From an optimization exercise on the open Yosys and OpenROAD flow, aimed at small area, a short achievable clock period and few clock cycles; shortcuts taken in it are not production practice.
The RTL was checked by simulation tests, not by an equivalence proof against the original design.
Power is estimated from default activity; no workload was simulated.

==> flow/design.v <==
package hdlcrx_pkg;
   localparam int LEN_W = 13;
   localparam int CNT_W = 32;
   localparam int CSR_IDX_W = 1;
   localparam logic [15:0] FCS_POLY = 16'h8408;
   localparam logic [15:0] FCS_INIT = 16'hFFFF;
   localparam logic [15:0] FCS_GOOD = 16'hF0B8;
   localparam logic [2:0] ST_GOOD     = 3'd0;
   localparam logic [2:0] ST_CRC_ERR  = 3'd1;
   localparam logic [2:0] ST_SHORT    = 3'd2;
   localparam logic [2:0] ST_OVERFLOW = 3'd3;
   localparam logic [2:0] ST_ABORT    = 3'd4;
   function automatic logic [15:0] fcs_update(input logic [15:0] fcs, input logic [7:0] b);
      logic [7:0] x;
      x = b ^ fcs[7:0];
      x = x ^ {x[3:0], 4'd0};
      fcs_update = {8'd0, fcs[15:8]} ^ {x, 8'd0} ^ {5'd0, x, 3'd0} ^ {12'd0, x[7:4]};
   endfunction
endpackage
module hdlcrx_walk_step (
   input  logic [12:0] limw,      
   input  logic        frame,     
   input  logic [12:0] fbytes,
   output logic        at_lim,    
   output logic [12:0] fb_next    
);
   logic [12:0] lim, cnt, x;
   logic        lim_small, ge, c;
   always_comb begin
      lim_small = !(|limw[12:2]);
      lim[12] = limw[12];
      lim[11:2] = limw[12] ? 10'd0 : limw[11:2];
      lim[1:0] = limw[12] ? 2'd0 : (lim_small ? 2'd3 : limw[1:0]);
      cnt = frame ? fbytes : 13'd0;
      ge = 1'b1;
      for (int i = 0; i < 13; i++) begin
         ge = (cnt[i] && !lim[i]) || ((cnt[i] || !lim[i]) && ge);
      end
      at_lim = ge;
      x = ge ? lim : cnt;
      c = 1'b1;
      for (int i = 0; i < 13; i++) begin
         fb_next[i] = x[i] ^ c;
         c = c && x[i];
      end
   end
endmodule
module hdlcrx_bit_walker (
   input  logic [7:0] raw,
   input  logic       seven,
   input  logic       hunt_i,
   input  logic       frame_i,
   input  logic [2:0] ones_i,
   input  logic [2:0] pos_i,
   input  logic [6:0] shift_i,
   input  logic       at_lim,
   output logic       hunt_o,
   output logic       frame_o,
   output logic [2:0] ones_o,
   output logic [2:0] pos_o,
   output logic [6:0] shift_o,
   output logic [7:0] bval,
   output logic       cmp,
   output logic       ovf,
   output logic       end_v,
   output logic       abort,
   output logic       cmp_at_end
);
   logic [8:0][7:1] t;       
   logic [7:0]      act, st, ev_f, ev_a, ev_e;
   logic [8:0]      pre;     
   logic [8:0]      post;    
   logic [8:0]      sa, sb;  
   logic [8:0]      ta, tb;  
   logic [7:0]      pos1h;
   logic [7:0]      cpl;
   logic            any_e, first_a, last_a;
   logic [8:0]      r9;
   logic [8:0]      y;
   logic [7:0]      q;
   logic [14:0]     z;
   logic [2:0]      tail, base, nsub;
   always_comb begin
      t[0][1] = ones_i[2] || ones_i[1] || ones_i[0];
      t[0][2] = ones_i[2] || ones_i[1];
      t[0][3] = ones_i[2] || (ones_i[1] && ones_i[0]);
      t[0][4] = ones_i[2];
      t[0][5] = ones_i[2] && (ones_i[1] || ones_i[0]);
      t[0][6] = ones_i[2] && ones_i[1];
      t[0][7] = ones_i[2] && ones_i[1] && ones_i[0];
      for (int i = 0; i < 8; i++) begin
         act[i] = (i < 7) || !seven;
         st[i]   = act[i] && !raw[i] && t[i][5] && !t[i][6];
         ev_f[i] = act[i] && !raw[i] && t[i][6] && !t[i][7];
         ev_a[i] = act[i] && raw[i] && t[i][6];
         ev_e[i] = ev_f[i] || ev_a[i];
         if (act[i]) begin
            t[i+1][1] = raw[i];
            for (int k = 2; k < 8; k++) begin
               t[i+1][k] = raw[i] && t[i][k-1];
            end
         end else begin
            t[i+1] = t[i];
         end
      end
      ones_o[2] = t[8][4];
      ones_o[1] = (t[8][2] && !t[8][4]) || t[8][6];
      ones_o[0] = (t[8][1] && !t[8][2]) || (t[8][3] && !t[8][4]) || (t[8][5] && !t[8][6]) || t[8][7];
      pre[0] = 1'b1;
      sa[0] = 1'b0;
      sb[0] = 1'b0;
      for (int i = 0; i < 8; i++) begin
         pre[i+1] = pre[i] && !ev_e[i];
         sa[i+1] = sa[i] || st[i];
         sb[i+1] = sb[i] || (sa[i] && st[i]);
      end
      post[8] = 1'b1;
      ta[8] = 1'b0;
      tb[8] = 1'b0;
      for (int i = 7; i >= 0; i--) begin
         post[i] = post[i+1] && !ev_e[i];
         ta[i] = ta[i+1] || (post[i] && st[i]);
         tb[i] = tb[i+1] || (ta[i+1] && post[i] && st[i]);
      end
      any_e = !pre[8];
      for (int k = 0; k < 8; k++) begin
         pos1h[k] = (pos_i == 3'(k));
      end
      for (int i = 0; i < 8; i++) begin
         cpl[i] = act[i] && pre[i] && !ev_e[i] && !st[i] && !hunt_i &&
                  ((!sa[i] && pos1h[7-i]) ||
                   (sa[i] && !sb[i] && (i >= 1) && pos1h[(8-i) & 7]) ||
                   (sb[i] && (i >= 2) && pos1h[(9-i) & 7]));
      end
      cmp = |cpl;
      ovf = cmp && at_lim;
      cmp_at_end = cmp;
      first_a = 1'b0;
      last_a = 1'b0;
      tail = 3'd0;
      for (int i = 0; i < 8; i++) begin
         if (pre[i] && ev_a[i]) first_a = 1'b1;
         if (ev_e[i] && post[i+1]) begin
            last_a = ev_a[i];
            tail = 3'((seven ? 6 : 7) - i);
         end
      end
      abort = first_a;
      end_v = any_e && !ovf && (frame_i || cmp);
      hunt_o = any_e ? last_a : (hunt_i || ovf);
      frame_o = !any_e && !ovf && (frame_i || cmp);
      base = any_e ? tail : (seven ? pos_i + 3'd7 : pos_i);
      nsub = tb[0] ? 3'd2 : (ta[0] ? 3'd1 : 3'd0);
      pos_o = base - nsub;
      r9 = {1'b0, raw};
      for (int k = 0; k < 8; k++) begin
         y[k] = sa[k+1] ? r9[k+1] : r9[k];
      end
      y[8] = 1'b0;
      for (int k = 0; k < 8; k++) begin
         q[k] = sb[k+2 > 8 ? 8 : k+2] ? y[k+1] : y[k];
      end
      z = {q, shift_i};
      case ({seven, sb[8], sa[8]})
         3'b000:  shift_o = z[14:8];
         3'b001:  shift_o = z[13:7];
         3'b011:  shift_o = z[12:6];
         3'b100:  shift_o = z[13:7];
         3'b101:  shift_o = z[12:6];
         default: shift_o = z[11:5];
      endcase
      bval = 8'(z >> (~pos_i));
   end
endmodule
module hdlcrx_frame_check (
   input  logic [31:0] cnt,
   output logic [31:0] cy
);
   always_comb begin
      cy[0] = 1'b1;
      for (int i = 1; i < 32; i++) begin
         cy[i] = cy[i-1] && cnt[i-1];
      end
   end
endmodule
module hdlcrx_out_buf (
   input  logic         o_v,
   input  logic         rsp_ready,
   input  logic [5:0] want,
   output logic         o_free,
   output logic [5:0] en
);
   assign o_free = !o_v || rsp_ready;
   assign en = want & {6{o_free}};
endmodule
module hdlc_rx_deframer (
   input  logic                                 clock,
   input  logic                                 reset,
   input  logic                                 in_valid,
   output logic                                 in_ready,
   input  logic [7:0]                           in_byte,
   output logic                                 rsp_valid,
   input  logic                                 rsp_ready,
   output logic                                 rsp_kind,
   output logic [7:0]                           rsp_data_byte,
   output logic [2:0]                           rsp_frame_status,
   output logic [12:0]                          rsp_frame_length,
   output logic [31:0]                          rsp_good_frames,
   output logic [31:0]                          rsp_error_frames,
   output logic                                 rsp_last_of_input,
   input  logic                                 csr_we,
   input  logic [hdlcrx_pkg::CSR_IDX_W-1:0]     csr_index,
   input  logic [hdlcrx_pkg::LEN_W-1:0]         csr_wdata
);
   logic        seven_ff;
   logic [12:0] limw_ff;    
   logic        r0_v, r1_v;
   logic        rdy_ff;      
   logic [7:0]  r0, r1;
   logic        acc;
   logic        hunt_ff, frame_ff;
   logic [2:0]  ones_ff;
   logic [2:0]  pos_ff;
   logic [6:0]  shift_ff;
   logic [12:0] fbytes_ff;
   logic        done_ff;
   logic        o_v, o_kind, o_last;
   logic [7:0]  o_data;      
   logic [2:0]  w_st;
   logic [15:0] fcs_ff;
   logic [31:0] good_ff, err_ff;
   logic        w_hunt, w_frame;
   logic [2:0]  w_ones, w_pos;
   logic [6:0]  w_shift;
   logic [7:0]  w_bval;
   logic [12:0] w_fb;
   logic        w_cmp, w_ovf, w_end_v, w_abort, w_cmp_at_end;
   logic        w_byte_v, w_any_end, w_short, w_chk;
   logic [2:0]  w_end_st;
   logic [12:0] fb_eff;
   logic        at_lim;
   logic        fcs_ok;
   logic        o_free, emit_byte, emit_end, end_good;
   logic [5:0]  want, en;
   logic        en_step, en_go, en_fb, en_fcs, en_good, en_err;
   logic [31:0] good_cy, err_cy;
   assign fb_eff = frame_ff ? fbytes_ff : 13'd0;
   hdlcrx_walk_step u_lim (
      .limw (limw_ff), .frame (frame_ff), .fbytes (fbytes_ff), .at_lim (at_lim), .fb_next (w_fb)
   );
   hdlcrx_bit_walker u_walk (
      .raw (r0), .seven (seven_ff), .hunt_i (hunt_ff), .frame_i (frame_ff),
      .ones_i (ones_ff), .pos_i (pos_ff), .shift_i (shift_ff), .at_lim (at_lim),
      .hunt_o (w_hunt), .frame_o (w_frame), .ones_o (w_ones), .pos_o (w_pos),
      .shift_o (w_shift), .bval (w_bval), .cmp (w_cmp), .ovf (w_ovf), .end_v (w_end_v),
      .abort (w_abort), .cmp_at_end (w_cmp_at_end)
   );
   assign w_byte_v  = w_cmp && !w_ovf;
   assign w_any_end = w_end_v || w_ovf;
   assign w_short   = w_cmp_at_end ? (fb_eff < 13'd2) : (fbytes_ff < 13'd3);
   assign w_chk     = w_end_v && !w_abort && !w_short;
   always_comb begin
      if (w_ovf) begin
         w_end_st = hdlcrx_pkg::ST_OVERFLOW;
      end else if (w_abort) begin
         w_end_st = hdlcrx_pkg::ST_ABORT;
      end else begin
         w_end_st = hdlcrx_pkg::ST_SHORT;
      end
   end
   assign fcs_ok    = (fcs_ff == hdlcrx_pkg::FCS_GOOD);
   assign w_st      = w_chk ? (fcs_ok ? hdlcrx_pkg::ST_GOOD : hdlcrx_pkg::ST_CRC_ERR) : w_end_st;
   assign end_good  = w_chk && fcs_ok;
   assign emit_byte = w_byte_v && !done_ff;
   assign emit_end  = w_any_end && !emit_byte;
   assign want[0] = r0_v;                                    
   assign want[1] = r0_v && !(emit_byte && w_any_end);       
   assign want[2] = want[1] && w_cmp;                        
   assign want[3] = r0_v && emit_byte;                       
   assign want[4] = r0_v && emit_end && end_good;            
   assign want[5] = r0_v && emit_end && !end_good;           
   hdlcrx_out_buf u_gate (
      .o_v (o_v), .rsp_ready (rsp_ready), .want (want), .o_free (o_free), .en (en)
   );
   assign {en_err, en_good, en_fcs, en_fb, en_go, en_step} = en;
   hdlcrx_frame_check u_good_cy (.cnt (good_ff), .cy (good_cy));
   hdlcrx_frame_check u_err_cy (.cnt (err_ff), .cy (err_cy));
   assign in_ready  = rdy_ff;
   assign acc       = in_valid && !r1_v;
   always_ff @(posedge clock) begin
      if (reset) begin
         seven_ff <= 1'b0;
         limw_ff <= 13'd4096;
      end else if (csr_we) begin
         if (csr_index == 1'b0) begin
            seven_ff <= csr_wdata[0];
         end else begin
            limw_ff <= csr_wdata;
         end
      end
   end
   always_ff @(posedge clock) begin
      if (reset) begin
         r0_v <= 1'b0;
         r1_v <= 1'b0;
         rdy_ff <= 1'b1;
      end else if (!r0_v || en_go) begin
         r0_v <= r1_v || acc;
         r1_v <= 1'b0;
         rdy_ff <= 1'b1;
      end else if (acc) begin
         r1_v <= 1'b1;
         rdy_ff <= 1'b0;
      end
   end
   always_ff @(posedge clock) begin
      if (!r0_v || en_go) begin
         r0 <= r1_v ? r1 : in_byte;
      end
      if (acc) begin
         r1 <= in_byte;
      end
   end
   always_ff @(posedge clock) begin
      if (reset) begin
         hunt_ff <= 1'b1;
         frame_ff <= 1'b0;
         ones_ff <= 3'd0;
         done_ff <= 1'b0;
      end else begin
         if (en_go) begin
            hunt_ff <= w_hunt;
            frame_ff <= w_frame;
            ones_ff <= w_ones;
         end
         if (en_step) begin
            done_ff <= !want[1];
         end
      end
   end
   always_ff @(posedge clock) begin
      if (en_go) begin
         pos_ff <= w_pos;
         shift_ff <= w_shift;
      end
      if (en_fb) begin
         fbytes_ff <= w_fb;
      end
   end
   always_ff @(posedge clock) begin
      if (reset) begin
         o_v <= 1'b0;
      end else if (o_free) begin
         o_v <= r0_v && (emit_byte || w_any_end);
      end
   end
   always_ff @(posedge clock) begin
      if (en_step) begin
         o_kind <= !emit_byte;
         o_last <= !(emit_byte && w_any_end);
         o_data <= emit_byte ? w_bval : {w_bval[7:3], w_st};
      end
   end
   always_ff @(posedge clock) begin
      if (en_fcs) begin
         fcs_ff <= hdlcrx_pkg::fcs_update(frame_ff ? fcs_ff : hdlcrx_pkg::FCS_INIT, w_bval);
      end
   end
   always_ff @(posedge clock) begin
      if (reset) begin
         good_ff <= 32'd0;
         err_ff <= 32'd0;
      end else begin
         good_ff <= good_ff ^ (good_cy & {32{en_good}});
         err_ff <= err_ff ^ (err_cy & {32{en_err}});
      end
   end
   assign rsp_valid = o_v;
   assign rsp_kind = o_kind;
   assign rsp_data_byte = o_data;
   assign rsp_frame_status = o_data[2:0];
   assign rsp_frame_length = fbytes_ff;
   assign rsp_good_frames = good_ff;
   assign rsp_error_frames = err_ff;
   assign rsp_last_of_input = o_last;
endmodule
==> flow/flow/run.sh <==
#!/bin/bash
# The standard layout with small port buffers (buf_2) and timing repair aiming for
# extra setup slack (the design is signed off at the design's period as usual); the
# tools' output is kept in standard.log
bash standard.sh SETUP_SLACK_MARGIN=17.3 "BUFFER_PORTS_ARGS=-buffer_cell sky130_fd_sc_hd__buf_2" finish > standard.log 2>&1
==> flow/standard.sh <==
#!/bin/bash
# synth_recipe.tcl (not shown) runs the flow's synth.tcl, then flattens the netlist and writes it again
# the make line also repeats each setting of config.mk as NAME=value (left out here)
make -C /OpenROAD-flow-scripts/flow DESIGN_CONFIG=/design/flow/config.mk WORK_HOME=/design/flow/orfs CLKGATE_MAP_FILE= SYNTH_SCRIPT=/design/flow/synth_recipe.tcl "${@:-finish}"
==> flow/config.mk <==
export PLATFORM = sky130hd
export DESIGN_NAME = hdlc_rx_deframer
export DESIGN_NICKNAME = hdlc_rx_deframer
export VERILOG_FILES = /design/flow/design.v
export SDC_FILE = /design/flow/constraint.sdc
export NUM_CORES = 4
export LEC_CHECK = 0
export CAP_MARGIN = 20
export CORE_MARGIN = 2
export CORE_UTILIZATION = 40
export CTS_BUF_LIST = sky130_fd_sc_hd__clkbuf_8
export CTS_CLUSTER_SIZE = 30
export SLEW_MARGIN = 20
export SYNTH_HIERARCHICAL = 1
==> flow/constraint.sdc <==
create_clock -name core_clock -period 23.0 [get_ports {clock}]
set_input_delay 4.6000 -clock core_clock [delete_from_list [all_inputs] [get_ports {clock}]]
set_output_delay 4.6000 -clock core_clock [all_outputs]
set_load 0.01 [all_outputs]
==> results of run 1 <==
[registers in the layout, summed over array words and instances, names as in the netlist, 3 cells and up]
name	cells
r1	8
shift_ff	7
limw_ff	13
fbytes_ff	13
ones_ff	3
o_data	8
pos_ff	3
r0	8
err_ff	32
fcs_ff	16
good_ff	32
[worst max path at each step]
stage,to,depth (start not counted)
after CTS,rsp_frame_length[0],1
after global placement,good_ff[20]$_SDFF_PP0_,6
after floorplan,r0[0]$_DFFE_PP_,4
after detailed placement,good_ff[28]$_SDFF_PP0_,6
after global routing,rsp_frame_length[0],1
final,rsp_frame_length[0],1
[per-stage QoR]
step / instances / power [mW] / setup WS (ns) / hold slack (ns) / cell area (sq um)
final: 1553 / 0.624 / 17.35 / 0.487 / 11000
after global routing: 1552 / 0.655 / 17.31 / 0.517 / 11000
after CTS: 1552 / 0.632 / 17.31 / 0.492 / 10900
after detailed placement: 1507 / 0.413 / 16.66 / 0.477 / 10400
after global placement: 1507 / 0.412 / 16.72 / 0.458 / 10400
after floorplan: 1128 / 0.389 / 17.31 / 0.449 / 9690
[timing repair]
item,in CTS,in global routing
setup buffers,13,0
setup endpoints to repair,61,18
cloned,0,0
hold endpoints to repair,0,0
gates resized for setup,17,18
[per-module statistics from Yosys (local to each module, per instance)]
module / flip-flops and latches / cells inside
hdlc_rx_deframer: 153 / 522
hdlcrx_out_buf: 0 / 7
hdlcrx_bit_walker: 0 / 364
hdlcrx_walk_step: 0 / 93
hdlcrx_frame_check: 0 / 71
[cell families after synthesis]
logic type | after synthesis
muxes | 37
xor gates and xnor gates | 101
AOI/OAI and AO/OA | 182
buffers and inverters | 119
DFF | 153
adders and majority gates | 23
and+or+nand+nor | 511
other | 2
[cell usage in the layout (no fill, tap or decap), types with 9 or more instances in the layout]
cell type / instances
edfxtp_1: 65
and3_1: 10
dfxtp_1: 54
xnor2_1: 26
inv_1: 56
dfxtp_2: 34
nor4_2: 9
and2_1: 18
a22oi_1: 9
buf_2: 118
xor2_1: 74
nand4_1: 16
ha_1: 19
o21ai_0: 38
mux2_2: 12
mux2i_1: 24
nor4_1: 19
nor2b_1: 19
nor3_1: 33
nand2_1: 170
nand2b_1: 15
buf_4: 17
nor2_1: 127
a22o_1: 10
nand3_1: 33
a21oi_1: 38
clkbuf_8: 17
[area by class of cell]
class	instances	area (sq um)
well taps	319	399
flip-flops and latches	153	3760
diodes	1	2.50
clock buffers	17	234
clock inverters	15	181
repair buffers	135	718
fillers	2359	12600
multi-input cells	856	5470
inverters	57	214
[per-layer routing]
layer | vias to the layer above | wire (microns) | track usage (%) | part of all wire (%)
li1 | 4160 | - | - | -
met2 | 222 | 10900 | 30.7 | 45
met5 | - | 0 | 0 | 0
met4 | 0 | 319 | 5.00 | 1.3
met3 | 22 | 1570 | 4.17 | 6.4
met1 | 3896 | 11600 | 26.4 | 47
[power groups by stage]
| stage | Sequential [mW] | Clock (mW) | Combinational (mW) |
|---|---|---|---|
| finish | 0.313 | 0.216 | 0.0946 |
| detailed placement | 0.320 | 0 | 0.0936 |
| floorplan | 0.310 | 0 | 0.0782 |
| global route | 0.315 | 0.234 | 0.106 |
| global placement | 0.320 | 0 | 0.0926 |
| CTS | 0.313 | 0.224 | 0.0952 |
==> summary.txt, run 1 <==
Clock tree
  • Root buf cell: clkbuf_8
  • CTS Buf Count: 17
  • CTS tree: done
  • Cts hold-fix bufs: 0
  • Worst-path clk slew: 0.09 ns
  • Maximum root-to-sink buffer count: 2
  • # clock sinks: approximately 150
  • Clock Latency Late Sink: 0.46 ns
  • H-tree Lvls: 4

Setup path
  • Slowest cell on crit path: edfxtp_1
  • R2R depth: 19
  • Worst setup EP type: output pin
  • Reg-to-reg setup timing slack: 17.78 ns
  • Reg-to-reg critical path endpoint: rdy_ff$_SDFFE_PP1P_
  • Buf/Inv on CP: 1
  • Startpoint of the worst register-to-register path: r0[1]$_DFFE_PP_
  • CP required: 18.40 ns
  • Cell chain of the critical path: buf_2
  • CP Launch Point: fbytes_ff[0]$_DFFE_PP_
  • Cell family with the largest share of critical-path delay: flip-flops
  • Worst path max stage delay: 0.44 ns
  • CP Class: reg2out
  • CP Max Fanout: 2
  • CP arrival: 1.05 ns
  • CP Launch Type: flop

Logic synthesis
  • Top-count cell post-synth: nand2_1
  • Compound-Gate Fraction of Synth Area: 13.6%
  • Area contributors post-synth: edfxtp_1 (20%), dfxtp_1 (18%), xor2_1 (6.7%)
  • Mapped cell area: between 0.009 and 0.01 sq mm
  • EDFF count, synth: 65
  • Adder-cell share of the synthesized area: under 10%
  • Register area share after synthesis: 38.4%
  • XOR/XNOR Fraction of Synth Area: 9.22%
  • Area leader, netlist: edfxtp_1
  • Synth warnings: 10
  • Main synth FF type: dfxtp_1
  • Number of synthesized register bits: approximately 150
  • Largest family of logic cells by synthesized area: simple AND/OR/NAND/NOR gates
  • Synthesized net count: 1175
  • Post-synthesis simple-gate area fraction: 26.4%
  • Avg Inst Size Synth: 8.58 sq um
  • Share of the synthesized area in the top cell type: 20.2%
  • Ys async rst share: 0%
  • Unique masters post-synth: 94
  • Mux contribution to synthesized area: 4.11%
  • Cells after Synth: 1128
  • Synth top cells by count: nand2_1 (170), nor2_1 (127), dfxtp_1 (88)

Routing
  • Detail Route Antenna Nets: 0
  • Initial DRC Count: 510
  • Vias: slightly above 8000
  • Vias/cell: 5.34
  • Drt drc: 0
  • DR pass1 iterations: 5
  • Drt total wl: 24400 microns
  • Wirelength per Cell: 15.7 microns

STA
  • RSZ-0062 raised after global routing: no
  • Final Setup Violations: 0
  • Slew Limit Headroom: 36.6%
  • Final Hold Fails: 0
  • Period utilisation layout: 24.6%
  • Worst Skew: 0.0291 ns
  • Final Critical Period: 5.65 ns
  • Slew of the pin with the lowest slew margin: 0.951 ns
  • Setup TNS: 0 ns
  • Pins Over Slew Limit: 0
  • F_max: 0.177 GHz

Placement
  • Post-DP HPWL: between 15000 and 20000 microns
  • Routability Congestion: 0.941
  • I/O Buffers: 118

Floorplanning
  • IO Count: 119
  • Die ar.: 0.0254 sq mm
  • Initial core utilization: 41.0%
  • Die Wd: approximately 160 microns
  • Die height: 160 microns
  • Core Region: 0.0236 sq mm
  • Row count: 56

Power and ir drop
  • Pwr per Cell Area: 56.9 mW/mm^2
  • Leakage power: 4.28 nW
  • Max IR drop VDD: 35.6 uV
  • Sw power: 0.184 mW
  • Clock power frac: 34.6%
  • Logic gate share of total power: 15.2%
  • Cell internal pwr: about 0.44 mW
  • Net Sw Frac: 29.5%
  • Flop pwr share: 50.2%

Global route
  • Largest net degree at the start of global routing: 89
  • Vias in the first global route: 7957
  • First-pass GRT wire length: between 40000 and 50000 microns
  • Global route overflow: 0
  • Initial antenna violation count: 1
  • Gr usage total: 19.2%

Flow run
  • MaxCap Viol Count: 0

Cells and area
  • Finished Core Util: about 46%
  • Layout cells sized above 1: 20.4%
  • Area Growth Syn to Fin: 13.5%
  • Nets: 1267

Hold path
  • Hold_sp: rdy_ff$_SDFFE_PP1P_
  • Hold Path Class: reg2reg
  • Min-Delay Path Depth: 2
  • Worst Hold Path EP: rdy_ff$_SDFFE_PP1P_

Run status
  • Status: timing/DRC/antenna clean
Testbench counts, summed over its fixed seeds: cycles 24,333.
==> run 2, diff against run 1 <==
==> flow/flow/run.sh (replaced) <==
#!/bin/bash
# The standard layout with small port buffers (buf_2) and timing repair aiming for
# extra setup slack (the design is signed off at the design's period as usual); the
# tools' output is kept in standard.log
bash standard.sh SETUP_SLACK_MARGIN=17.5 "BUFFER_PORTS_ARGS=-buffer_cell sky130_fd_sc_hd__buf_2" finish > standard.log 2>&1
--- a/flow/config.mk
+++ b/flow/config.mk
@@ -10,5 +10,4 @@
 export CORE_UTILIZATION = 40
 export CTS_BUF_LIST = sky130_fd_sc_hd__clkbuf_8
-export CTS_CLUSTER_SIZE = 30
 export SLEW_MARGIN = 20
 export SYNTH_HIERARCHICAL = 1
==> summary.txt, run 2 <==
Clock tree
  • Worst-path clk slew: 0.09 ns (about the same)
  • Cts hold-fix bufs: 0 (unchanged)
  • CTS tree: done
  • Maximum root-to-sink buffer count: 2 (unchanged)
  • CTS Buf Count: 17 (unchanged)
  • Clock Latency Late Sink: 0.46 ns (about the same)
  • # clock sinks: 153 (unchanged)
  • H-tree Lvls: 4 (unchanged)
  • Root buf cell: clkbuf_8

Logic synthesis
  • Main synth FF type: dfxtp_1
  • Cells after Synth: 1128 (unchanged)
  • Unique masters post-synth: 94 (unchanged)
  • Area leader, netlist: edfxtp_1
  • Synthesized net count: 1175 (unchanged)
  • Area contributors post-synth: edfxtp_1 (20%), dfxtp_1 (18%), xor2_1 (6.7%)
  • Register area share after synthesis: 38.4% (unchanged)
  • Synth top cells by count: nand2_1 (170), nor2_1 (127), dfxtp_1 (88)
  • EDFF count, synth: 65 (unchanged)
  • Synth warnings: 10 (unchanged)
  • Mapped cell area: 0.00967 sq mm (unchanged)
  • Top-count cell post-synth: nand2_1
  • Share of the synthesized area in the top cell type: 20.2% (unchanged)
  • Avg Inst Size Synth: 8.58 sq um (unchanged)
  • Number of synthesized register bits: 153 (unchanged)
  • Ys async rst share: 0% (unchanged)

Setup path
  • Worst path max stage delay: 0.43 ns (about the same)
  • R2R depth: 21 (+2)
  • Reg-to-reg setup timing slack: 17.90 ns (+0.12 ns)
  • CP required: 18.40 ns (about the same)
  • Reg-to-reg critical path endpoint: fbytes_ff[12]$_DFFE_PP_
  • Startpoint of the worst register-to-register path: fbytes_ff[5]$_DFFE_PP_
  • Levels on crit path: 1 (unchanged)
  • CP Launch Point: fbytes_ff[0]$_DFFE_PP_
  • CP arrival: 1.05 ns (about the same)
  • Buf/Inv on CP: 1 (unchanged)
  • Worst setup path end: rsp_frame_length[0]
  • CP Launch Type: flop
  • Cell chain of the critical path: buf_2
  • Slowest cell on crit path: edfxtp_1
  • Cell family with the largest share of critical-path delay: flip-flops
  • CP Class: reg2out
  • Worst setup EP type: output pin
  • CP Max Fanout: 2 (unchanged)

STA
  • RSZ-0062 raised after global routing: yes
  • F_max: 0.177 GHz (about the same)
  • Worst Skew: 0.0188 ns (-0.0102 ns)
  • Slew Limit Headroom: 30.7% (-5.9 points)
  • Final Hold Fails: 0 (unchanged)
  • Setup TNS: 0 ns (unchanged)
  • Final Critical Period: 5.65 ns (-0.00370 ns)
  • Period utilisation layout: 24.6% (about the same)
  • Final Setup Violations: 0 (unchanged)
  • Pins Over Slew Limit: 0 (unchanged)
  • Slew of the pin with the lowest slew margin: 1.04 ns (+0.0888 ns)

Global route
  • Gr usage total: 20.8% (+1.6 points)
  • First-pass GRT wire length: 43800 microns (+7.5%)
  • Initial antenna violation count: 1 (unchanged)
  • Largest net degree at the start of global routing: 89 (unchanged)
  • Vias in the first global route: 8386 (+5.4%)
  • Global route overflow: 0 (unchanged)

Floorplanning
  • Initial core utilization: 41.0% (unchanged)
  • Row count: 56 (unchanged)
  • Die height: 160 microns (unchanged)
  • Core Region: 0.0236 sq mm (unchanged)
  • Die Wd: 160 microns (unchanged)
  • Die ar.: 0.0254 sq mm (unchanged)
  • IO Count: 119 (unchanged)

Flow run
  • MaxCap Viol Count: 0 (unchanged)

Hold path
  • Hold Path Class: reg2reg

Routing
  • Drt drc: 0 (unchanged)
  • DR pass1 iterations: 5 (unchanged)
  • Initial DRC Count: 604 (+18%)
  • Wirelength per Cell: 16.2 microns (+3.3%)
  • Vias: 8723 (+5.1%)
  • Vias/cell: 5.35 (+0.19%)
  • Detail Route Antenna Nets: 0 (unchanged)
  • Drt total wl: 26400 microns (+8.3%)

Power and ir drop
  • Logic gate share of total power: 16.1% (+0.9 points)
  • Max IR drop VDD: 29.2 uV (-18%)
  • Cell internal pwr: 0.416 mW (-5.4%)
  • Pwr per Cell Area: 49.7 mW/mm^2 (-13%)
  • Sw power: 0.183 mW (-0.71%)
  • Clock power frac: 32.3% (-2.3 points)
  • Leakage power: 4.73 nW (+11%)
  • Net Sw Frac: 30.5% (+1.0 points)
  • Flop pwr share: 51.6% (+1.4 points)

Cells and area
  • Layout cells sized above 1: 27.8% (+7.4 points)
  • Biggest regs: err_ff (32), good_ff (32), fcs_ff (16)
  • Area Growth Syn to Fin: 24.5%
  • Nets: 1343 (+6.0%)
  • Most common cell after layout, fill and taps aside: nand2_1
  • Post-Layout Cell Count: 1629 (+4.9%)
  • # fillers: 2244 (-4.9%)
  • Most frequent cells in the layout: nand2_1 (170), nor2_1 (127), buf_4 (93), xor2_1 (74), buf_6 (66)

Placement
  • I/O Buffers: 118 (unchanged)
  • Placed Cells: 1506 (-0.066%)
  • Post-DP HPWL: 17200 microns (-1.2%)
  • Routability Congestion: 0.932 (-0.96%)

Run status
  • Status: timing/DRC/antenna clean
-- run 2: layout make-up --
class / count / area, sq um / share of cell area, %
antenna: 1 / 2.50 / 0.0208
multi-input combinational: 856 / 5490 / 45.6
clock buffer: 18 / 248 / 2.06
timing repair buffer: 211 / 1700 / 14.1
tap: 319 / 399 / 3.31
clock inverter: 14 / 114 / 0.946
sequential: 153 / 3880 / 32.2
inverter: 57 / 214 / 1.78
-- run 2: Yosys stat by module (local to each module, per instance) --
module | cells inside | cell area [sq um] | times used | flops+latches
hdlc_rx_deframer | 522 | 5890 | 1 | 153
hdlcrx_bit_walker | 364 | 2270 | 1 | 0
hdlcrx_walk_step | 93 | 671 | 1 | 0
hdlcrx_frame_check | 71 | 394 | 2 | 0
hdlcrx_out_buf | 7 | 53.8 | 1 | 0
-- run 2: worst min path at each step --
stage                        startpoint                        to  depth (start not counted)
3_5_place_dp        rdy_ff$_SDFFE_PP1P_       rdy_ff$_SDFFE_PP1P_                          2
3_3_place_gp        rdy_ff$_SDFFE_PP1P_       rdy_ff$_SDFFE_PP1P_                          2
5_1_grt         limw_ff[2]$_SDFFE_PP0P_   limw_ff[2]$_SDFFE_PP0P_                          2
2_1_floorplan  limw_ff[12]$_SDFFE_PP1P_  limw_ff[12]$_SDFFE_PP1P_                          2
4_1_cts             rdy_ff$_SDFFE_PP1P_       rdy_ff$_SDFFE_PP1P_                          2
6_report        limw_ff[3]$_SDFFE_PP0P_   limw_ff[3]$_SDFFE_PP0P_                          2
-- run 2: repair_timing --
action                     in CTS  in global routing
cloned                          0                  0
setup endpoints to repair      92                137
resized for setup             169                  5
buffers inserted               71                 19
-- run 2: power by group through the flow --
| stage | clock, mW | sequential [mW] | combinational (mW) |
|---|---|---|---|
| 3_5_place_dp | 0 | 0.319 | 0.0933 |
| 3_3_place_gp | 0 | 0.319 | 0.0927 |
| 4_1_cts | 0.201 | 0.309 | 0.0952 |
| 6_report | 0.194 | 0.309 | 0.0963 |
| 2_1_floorplan | 0 | 0.310 | 0.0785 |
| 5_1_grt | 0.210 | 0.311 | 0.108 |
-- run 2: stage by stage --
step	util, %	worst slack, ns	hold WS (ns)	power (mW)	instance area, sq um
detailed placement	44.1	17.08	0.453	0.413	10400
global placement	44.1	16.69	0.449	0.412	10400
CTS	50.3	17.31	0.478	0.605	11900
floorplan	-	17.42	0.449	0.389	9700
finish	51.0	17.35	0.505	0.599	12000
global route	51.0	17.31	0.536	0.629	12000
-- run 2: cell families after synthesis --
family	after synthesis	share of synthesized area [%]
compound gates	182	13.6
simple gates	511	26.4
xor+xnor	101	9.22
buf+inv	119	5.17
mux	37	4.11
other cells	2	0.0776
fa+ha+maj	23	2.98
flops	153	38.4
-- run 2: worst reg2reg max path: cells and delay by family (launching register included) --
| kind | cells | cell delay (ns) |
|---|---|---|
| compound gates | 6 | 1.91 |
| fa+ha+maj | 11 | 1.69 |
| simple gates | 1 | 0.51 |
| flops | 1 | 0.40 |
| buf+inv | 2 | 0.28 |
| xor+xnor | 1 | 0.07 |
-- run 2: metal layers --
metal	share of wire (%)	vias to the layer above	track usage, %
li1	-	4304	-
met1	46	4127	28.4
met2	46	258	32.9
met3	6.5	34	4.51
met4	1.7	0	6.32
met5	0	-	0
==> run 3, diff against run 2 <==
==> flow/flow/run.sh (replaced) <==
#!/bin/bash
# The standard layout with small port buffers (buf_2) and timing repair aiming for
# extra setup slack (the design is signed off at the design's period as usual); the
# tools' output is kept in standard.log
bash standard.sh SETUP_SLACK_MARGIN=17.1 "BUFFER_PORTS_ARGS=-buffer_cell sky130_fd_sc_hd__buf_2" finish > standard.log 2>&1
==> summary.txt, run 3 <==
Setup path
  • Worst setup EP type: output pin
  • Cell chain of the critical path: buf_2
  • Reg-to-reg setup timing slack: 17.51 ns (-0.39 ns)
  • Levels on crit path: 1 (unchanged)
  • CP arrival: 1.19 ns (+0.14 ns)
  • R2R depth: 19 (-9.5%)
  • Worst path max stage delay: 0.54 ns (+0.11 ns)
  • Slowest cell on crit path: edfxtp_1
  • CP Launch Type: flop
  • CP Max Fanout: 8 (+6)
  • CP required: 18.40 ns (about the same)
  • CP Class: reg2out
  • Buf/Inv on CP: 1 (unchanged)
  • Cell family with the largest share of critical-path delay: flip-flops

STA
  • Final Setup Violations: 0 (unchanged)
  • Pins Over Slew Limit: 0 (unchanged)
  • Final Critical Period: 5.79 ns (+0.138 ns)
  • RSZ-0062 raised after global routing: no
  • Slew Limit Headroom: 34.0% (+3.3 points)
  • Setup TNS: 0 ns (unchanged)
  • F_max: 0.173 GHz (-2.4%)
  • Final Hold Fails: 0 (unchanged)
  • Worst Skew: 0.0247 ns (+0.00580 ns)
  • Hold_ws: 0.480 ns (-0.0247 ns)
  • Slew of the pin with the lowest slew margin: 0.991 ns (-0.0488 ns)
  • Period utilisation layout: 25.2% (+0.60 points)

Global route
  • Initial antenna violation count: 3 (+2)
  • First-pass GRT wire length: 40700 microns (-6.9%)
  • Global route overflow: 0 (unchanged)
  • Largest net degree at the start of global routing: 89 (unchanged)
  • Gr usage total: 19.2% (-1.6 points)
  • Vias in the first global route: 7873 (-6.1%)

Routing
  • Drt drc: 0 (unchanged)
  • Vias/cell: 5.40 (+0.76%)
  • Drt total wl: 24200 microns (-8.3%)
  • Vias: 8320 (-4.6%)
  • Detail Route Antenna Nets: 0 (unchanged)
  • Wirelength per Cell: 15.7 microns (-3.1%)
  • DR pass1 iterations: 5 (unchanged)
  • Initial DRC Count: 603 (-0.17%)

Clock tree
  • Post-CTS setup buffer count: 0 (-100%)
  • Cts hold-fix bufs: 0 (unchanged)
  • # clock sinks: 153 (unchanged)
  • Clock Latency Late Sink: 0.47 ns (about the same)
  • H-tree Lvls: 4 (unchanged)
  • CTS Buf Count: 17 (unchanged)
  • Cts repair resizes: 0 (-100%)
  • CTS tree: done
  • Worst-path clk slew: 0.10 ns (about the same)
  • Maximum root-to-sink buffer count: 2 (unchanged)
  • Root buf cell: clkbuf_8

Floorplanning
  • Die height: 160 microns (unchanged)
  • Core Region: 0.0236 sq mm (unchanged)
  • Die Wd: 160 microns (unchanged)
  • IO Count: 119 (unchanged)
  • Row count: 56 (unchanged)
  • Initial core utilization: 41.0% (unchanged)
  • Die ar.: 0.0254 sq mm (unchanged)

Logic synthesis
  • Number of synthesized register bits: 153 (unchanged)
  • Synth top cells by count: nand2_1 (170), nor2_1 (127), dfxtp_1 (88)
  • Area contributors post-synth: edfxtp_1 (20%), dfxtp_1 (18%), xor2_1 (6.7%)
  • Ys async rst share: 0% (unchanged)
  • EDFF count, synth: 65 (unchanged)
  • Mapped cell area: 0.00967 sq mm (unchanged)
  • Main synth FF type: dfxtp_1
  • Avg Inst Size Synth: 8.58 sq um (unchanged)
  • Unique masters post-synth: 94 (unchanged)
  • Synth warnings: 10 (unchanged)
  • Cells after Synth: 1128 (unchanged)
  • Top-count cell post-synth: nand2_1
  • Synthesized net count: 1175 (unchanged)
  • Share of the synthesized area in the top cell type: 20.2% (unchanged)
  • Register area share after synthesis: 38.4% (unchanged)
  • Area leader, netlist: edfxtp_1

Power and ir drop
  • Flop pwr share: 51.1% (-0.5 points)
  • Cell internal pwr: 0.428 mW (+2.9%)
  • Leakage power: 4.18 nW (-12%)
  • Max IR drop VDD: 32.7 uV (+12%)
  • Clock power frac: 33.5% (+1.2 points)
  • Net Sw Frac: 30.2% (-0.36 points)
  • Pwr per Cell Area: 56.6 mW/mm^2 (+14%)
  • Total chip power: 0.613 mW (+2.3%)
  • Logic gate share of total power: 15.4% (-0.7 points)
  • Sw power: 0.185 mW (+1.1%)

Cells and area
  • Nets: 1255 (-6.6%)
  • Most frequent cells in the layout: nand2_1 (170), nor2_1 (127), buf_2 (118), dfxtp_1 (88), xor2_1 (74)
  • Most common cell after layout, fill and taps aside: nand2_1
  • Area of the multi-input gates: 0.00546 sq mm (-0.46%)
  • Area Growth Syn to Fin: 11.9%
  • # fillers: 2343 (+4.4%)
  • Biggest regs: err_ff (32), good_ff (32), fcs_ff (16)
  • Finished Core Util: 45.8% (-5.2 points)
  • Seq. cell area: 0.00371 sq mm (-4.2%)
  • Post-route cell area: 0.0108 sq mm (-10%)
  • Layout cells sized above 1: 16.7% (-11 points)

Placement
  • Post-DP HPWL: 17300 microns (+0.65%)
  • Routability Congestion: 0.951 (+2.0%)
  • I/O Buffers: 118 (unchanged)
  • Post-DP Area: 0.0104 sq mm (+0.12%)

Hold path
  • Hold Path Class: reg2reg
  • Min-Delay Path Depth: 2 (unchanged)

Flow run
  • MaxCap Viol Count: 0 (unchanged)

Run status
  • Status: timing/DRC/antenna clean
-- run 3: cell count changes in the layout (fill, tap and decap cells not counted), sizes merged --
cell / change
buf: -88
inv: -1
clkbuf: -1
bufinv: +1
diode: +1
clkinv: +1
-- run 3: power by group through the flow --
stage	sequential [mW]	combinational, mW	clock, mW
floorplan	0.310	0.0780	0
global placement	0.319	0.0931	0
detailed placement	0.319	0.0944	0
CTS	0.313	0.0949	0.212
global route	0.315	0.105	0.224
finish	0.313	0.0943	0.205
-- run 3: final timing paths --
path,end,startpoint
setup / recovery,rsp_frame_length[12],fbytes_ff[12]$_DFFE_PP_
hold / removal,rdy_ff$_SDFFE_PP1P_,rdy_ff$_SDFFE_PP1P_
setup reg to reg,rdy_ff$_SDFFE_PP1P_,r0[1]$_DFFE_PP_
hold reg to reg,rdy_ff$_SDFFE_PP1P_,rdy_ff$_SDFFE_PP1P_
-- run 3: metal layers --
layer,global-route usage [%],share of wire (%),vias up
met5,0,0,-
met4,5.95,1.9,0
met3,4.40,5.8,36
met2,29.8,45,227
met1,26.7,47,3927
li1,-,-,4130
-- run 3: cells by family after synthesis --
kind of cell / Yosys count / synth area share, %
AO/OA/AOI/OAI: 182 / 13.6
XOR/XNOR: 101 / 9.22
adder cells (fa/ha/maj): 23 / 2.98
buffers and inverters: 119 / 5.17
flip-flops: 153 / 38.4
multiplexers: 37 / 4.11
other: 2 / 0.0776
AND/OR/NAND/NOR: 511 / 26.4
-- run 3: through the flow --
step,worst slack (ns),std cells
global placement,16.71,1507
floorplan,17.11,1128
global route,17.10,1541
CTS,17.17,1540
detailed placement,16.75,1508
finish,17.21,1542
-- run 3: Yosys stat by module (local to each module, per instance) --
module              times used  flops+latches
hdlcrx_bit_walker            1              0
hdlcrx_out_buf               1              0
hdlc_rx_deframer             1            153
hdlcrx_walk_step             1              0
hdlcrx_frame_check           2              0
-- run 3: layout make-up --
type | instances | area share [%]
diodes | 2 | 0.0462
clock buffers | 17 | 2.16
clock inverters | 15 | 1.48
inverters | 57 | 1.98
multi-input cells | 856 | 50.5
flip-flops and latches | 153 | 34.3
well taps | 319 | 3.69
repair buffers | 123 | 5.87

[afterwards: timing with drivers on the ports]
The results above use ideal ports. As a check the final layouts listed here were re-extracted and re-timed, cells and wires unchanged. Step 1, drivers: a clkbuf_16 drives clock and a buf_2 each remaining input, both assumed. Step 2 moves the port delays by t, midway between the first and last clock arrival at a register: inputs arrive t later, outputs are due t later. That takes back most of the time a late clock gives input paths. Slacks: ideal / step 1 / step 2; pairs: ideal / step 1.
| run | shift t [ns] | setup slack, ns | clock arrival spread, ns | worst data-port slew with drivers (ns) |
|---|---|---|---|---|
| run 1 | 0.488 | 17.348 / 17.306 / 17.048 | 0.029 / 0.030 | 0.06 |
| run 2 | 0.491 | 17.352 / 17.311 / 17.140 | 0.018 / 0.019 | 0.06 |
| run 3 | 0.496 | 17.214 / 17.171 / 16.693 | 0.028 / 0.028 | 0.08 |
After both steps setup and hold are still met in every run listed. For run 3, which loses most, drivers alone change the setup slack by -0.043 ns; drivers and shift together by -0.521 ns.
